Source: an optimization exercise on an open RTL-to-GDS flow (aim: small area and a short achievable clock period). Production flows keep margins and buffers that such runs may drop.
RTL that was checked went through simulation tests only; none was proved equivalent to the original.

umber:
Design branch_predictor, start of the top module:
module branch_predictor #(
    parameter int ENTRIES = 16,
    parameter int TAG_W   = 10
) (
    input  logic        clk,
    input  logic        rst_n,
    input  logic        f_valid,
    input  logic [63:0] f_pc,
    output logic        pred_taken,
    output logic [63:0] pred_target,
    input  logic        u_valid,
    input  logic        u_is_branch,
    input  logic [63:0] u_pc,
    input  logic        u_taken,
    input  logic [63:0] u_target,
    input  logic        u_pred_taken,
    input  logic [63:0] u_pred_target,
    output logic        mispredict,
    output logic [63:0] redirect_pc,
    output logic [31:0] branch_count,
    output logic [31:0] mispredict_count
);
    localparam int IDX_W = $clog2(ENTRIES);
    logic             tbl_valid  [ENTRIES];
    logic [TAG_W-1:0] tbl_tag    [ENTRIES];
    logic [63:0]      tbl_target [ENTRIES];
    logic [1:0]       tbl_ctr    [ENTRIES];
    logic [IDX_W-1:0] f_idx;
    logic [TAG_W-1:0] f_tag;
    logic [IDX_W-1:0] u_idx;
    logic [TAG_W-1:0] u_tag;
    logic             u_hit;
    logic             upd_en;
    logic             mis_cond;
    assign f_idx = f_pc[IDX_W+1:2];
    assign f_tag = f_pc[IDX_W+2 +: TAG_W];
    assign u_idx = u_pc[IDX_W+1:2];
    assign u_tag = u_pc[IDX_W+2 +: TAG_W];
    logic [ENTRIES-1:0] f_dec;
    logic [ENTRIES-1:0] f_match;
    logic [63:0]        f_tgt;
    logic [63:0]        f_inc;
    for (genvar g = 0; g < ENTRIES; g++) begin : g_fsel
        assign f_dec[g]   = (f_idx == g);
  ...
==> module branch_predictor, before the edit <==
module branch_predictor #(
    parameter int ENTRIES = 16,
    parameter int TAG_W   = 10
) (
    input  logic        clk,
    input  logic        rst_n,
    input  logic        f_valid,
    input  logic [63:0] f_pc,
    output logic        pred_taken,
    output logic [63:0] pred_target,
    input  logic        u_valid,
    input  logic        u_is_branch,
    input  logic [63:0] u_pc,
    input  logic        u_taken,
    input  logic [63:0] u_target,
    input  logic        u_pred_taken,
    input  logic [63:0] u_pred_target,
    output logic        mispredict,
    output logic [63:0] redirect_pc,
    output logic [31:0] branch_count,
    output logic [31:0] mispredict_count
);
    localparam int IDX_W = $clog2(ENTRIES);
    logic             tbl_valid  [ENTRIES];
    logic [TAG_W-1:0] tbl_tag    [ENTRIES];
    logic [63:0]      tbl_target [ENTRIES];
    logic [1:0]       tbl_ctr    [ENTRIES];
    logic [IDX_W-1:0] f_idx;
    logic [TAG_W-1:0] f_tag;
    logic [IDX_W-1:0] u_idx;
    logic [TAG_W-1:0] u_tag;
    logic             u_hit;
    logic             upd_en;
    logic             mis_cond;
    assign f_idx = f_pc[IDX_W+1:2];
    assign f_tag = f_pc[IDX_W+2 +: TAG_W];
    assign u_idx = u_pc[IDX_W+1:2];
    assign u_tag = u_pc[IDX_W+2 +: TAG_W];
    logic [ENTRIES-1:0] f_dec;
    logic [ENTRIES-1:0] f_match;
    logic [63:0]        f_tgt;
    logic [63:0]        f_inc;
    for (genvar g = 0; g < ENTRIES; g++) begin : g_fsel
        assign f_dec[g]   = (f_idx == g);
        assign f_match[g] = tbl_valid[g] && tbl_ctr[g][1] && (tbl_tag[g] == f_tag);
    end
    always_comb begin
        f_tgt = '0;
        for (int i = 0; i < ENTRIES; i++)
            f_tgt = f_tgt | ({64{f_dec[i]}} & tbl_target[i]);
        f_inc       = {f_pc[63:2] + 62'd1, f_pc[1:0]};
        pred_taken  = f_valid && |(f_dec & f_match);
        pred_target = pred_taken ? f_tgt : f_inc;
    end
    always_comb begin
        upd_en   = u_valid && u_is_branch;
        u_hit    = tbl_valid[u_idx] && (tbl_tag[u_idx] == u_tag);
        mis_cond = upd_en && ((u_taken != u_pred_taken) ||
                              (u_taken && (u_target != u_pred_target)));
    end
    always_ff @(posedge clk or negedge rst_n) begin
        if (!rst_n) begin
            for (int i = 0; i < ENTRIES; i++) begin
                tbl_valid[i] <= 1'b0;
                tbl_ctr[i]   <= 2'b01;
            end
        end else if (upd_en) begin
            if (u_hit) begin
                if (u_taken && tbl_ctr[u_idx] != 2'b11)
                    tbl_ctr[u_idx] <= tbl_ctr[u_idx] + 2'd1;
                else if (!u_taken && tbl_ctr[u_idx] != 2'b00)
                    tbl_ctr[u_idx] <= tbl_ctr[u_idx] - 2'd1;
            end else if (u_taken) begin
                tbl_valid[u_idx] <= 1'b1;
                tbl_ctr[u_idx]   <= 2'b10;
            end
        end
    end
    always_ff @(posedge clk) begin
        if (upd_en && u_taken) begin
            tbl_tag[u_idx]    <= u_tag;
            tbl_target[u_idx] <= u_target;
        end
    end
    always_ff @(posedge clk or negedge rst_n) begin
        if (!rst_n) begin
            mispredict       <= 1'b0;
            redirect_pc      <= 64'd0;
            branch_count     <= 32'd0;
            mispredict_count <= 32'd0;
        end else begin
            mispredict <= mis_cond;
            if (upd_en) begin
                redirect_pc <= u_taken ? u_target : u_pc + 64'd4;
                if (branch_count != 32'hFFFF_FFFF)
                    branch_count <= branch_count + 32'd1;
            end
            if (mis_cond && mispredict_count != 32'hFFFF_FFFF)
                mispredict_count <= mispredict_count + 32'd1;
        end
    end
endmodule
==> flow/config.mk <==
export PLATFORM = sky130hd
export DESIGN_NAME = branch_predictor
export DESIGN_NICKNAME = branch_predictor
export VERILOG_FILES = /design/flow/design.v
export SDC_FILE = /design/flow/constraint.sdc
export NUM_CORES = 4
export LEC_CHECK = 0
export CAP_MARGIN = 20
export CORE_MARGIN = 2
export CORE_UTILIZATION = 40
export CTS_BUF_LIST = sky130_fd_sc_hd__clkbuf_8 sky130_fd_sc_hd__clkbuf_16
export CTS_CLUSTER_DIAMETER = 60
export CTS_CLUSTER_SIZE = 30
export SETUP_SLACK_MARGIN = 2.5
export SLEW_MARGIN = 20
==> flow/constraint.sdc <==
create_clock -name core_clock -period 6.5 [get_ports {clk}]
set_input_delay 1.3000 -clock core_clock [delete_from_list [all_inputs] [get_ports {clk}]]
set_output_delay 1.3000 -clock core_clock [all_outputs]
set_load 0.01 [all_outputs]
standard.sh (not shown) runs the stock make flow with config.mk's settings and CLKGATE_MAP_FILE= SYNTH_SCRIPT=/design/flow/synth_recipe.tcl, a recipe that flattens the netlist after the stock synthesis.
==> flow/flow/run.sh <==
#!/bin/bash
export BUFFER_PORTS_ARGS="-buffer_cell sky130_fd_sc_hd__buf_2"
bash standard.sh > standard.log 2>&1
Here is what was changed in the inputs of tundra compared with umber.
--- a/flow/design.v
+++ b/flow/design.v
@@ -33,27 +33,26 @@
     logic             upd_en;
     logic             mis_cond;
     assign f_idx = f_pc[IDX_W+1:2];
     assign f_tag = f_pc[IDX_W+2 +: TAG_W];
     assign u_idx = u_pc[IDX_W+1:2];
     assign u_tag = u_pc[IDX_W+2 +: TAG_W];
-    logic [ENTRIES-1:0] f_dec;
-    logic [ENTRIES-1:0] f_match;
-    logic [63:0]        f_tgt;
+    logic [ENTRIES-1:0] f_sel;
+    logic [63:0]        f_hit_tgt;
     logic [63:0]        f_inc;
     for (genvar g = 0; g < ENTRIES; g++) begin : g_fsel
-        assign f_dec[g]   = (f_idx == g);
-        assign f_match[g] = tbl_valid[g] && tbl_ctr[g][1] && (tbl_tag[g] == f_tag);
+        assign f_sel[g] = f_valid && (f_idx == g) && tbl_valid[g] && tbl_ctr[g][1] &&
+                          (tbl_tag[g] == f_tag);
     end
     always_comb begin
-        f_tgt = '0;
+        f_hit_tgt = '0;
         for (int i = 0; i < ENTRIES; i++)
-            f_tgt = f_tgt | ({64{f_dec[i]}} & tbl_target[i]);
+            f_hit_tgt = f_hit_tgt | ({64{f_sel[i]}} & tbl_target[i]);
         f_inc       = {f_pc[63:2] + 62'd1, f_pc[1:0]};
-        pred_taken  = f_valid && |(f_dec & f_match);
-        pred_target = pred_taken ? f_tgt : f_inc;
+        pred_taken  = |f_sel;
+        pred_target = f_hit_tgt | ({64{~pred_taken}} & f_inc);
     end
     always_comb begin
         upd_en   = u_valid && u_is_branch;
         u_hit    = tbl_valid[u_idx] && (tbl_tag[u_idx] == u_tag);
         mis_cond = upd_en && ((u_taken != u_pred_taken) ||
                               (u_taken && (u_target != u_pred_target)));
Results
The final critical-path setup slack reported for tundra is smaller than that of umber by 0.012 ns. Against umber, tundra comes in 0.17 ns lower on stage delay of the slowest cell on the critical path. umber → tundra: compound-cell area share of the yosys netlist has increased, non-clock buffer count has increased, average cell area after synthesis has increased. Against umber as the reference, tundra delivers a higher post-CTS setup repair buffer count.
Only the layout flow was run in umber; the RTL was not checked for function there.

## re-timing with driven ports
In the flow no input, the clock included, has a driving cell. The finished layouts below were timed again as built, in two steps. Step 1 (the two cells are an assumption about what drives the block):
set clk [get_ports {clk}]
set_driving_cell -lib_cell sky130_fd_sc_hd__clkbuf_16 $clk
set_driving_cell -lib_cell sky130_fd_sc_hd__buf_2 [delete_from_list [all_inputs] $clk]
Step 2 moves the port delays by t, midway between the first and last clock arrival at a register: inputs arrive t later, outputs are due t later. That takes back most of the time a late clock gives input paths. a / b / c = ideal ports / drivers / drivers and shift; a / b = the first two.
run	t (ns)	setup WS [ns]	hold WS [ns]	latest minus earliest clock arrival (ns)	cell pins on the clock port's net
umber	0.814	1.505 / 1.300 / 1.300	0.480 / 0.480 / 0.480	0.055 / 0.054	1
tundra	0.815	1.493 / 1.437 / 1.437	0.479 / 0.479 / 0.479	0.050 / 0.050	1
After both steps setup and hold are still met in every run listed. The setup slack of umber, which loses most, moves by -0.205 ns with the drivers and by -0.205 ns with both steps.
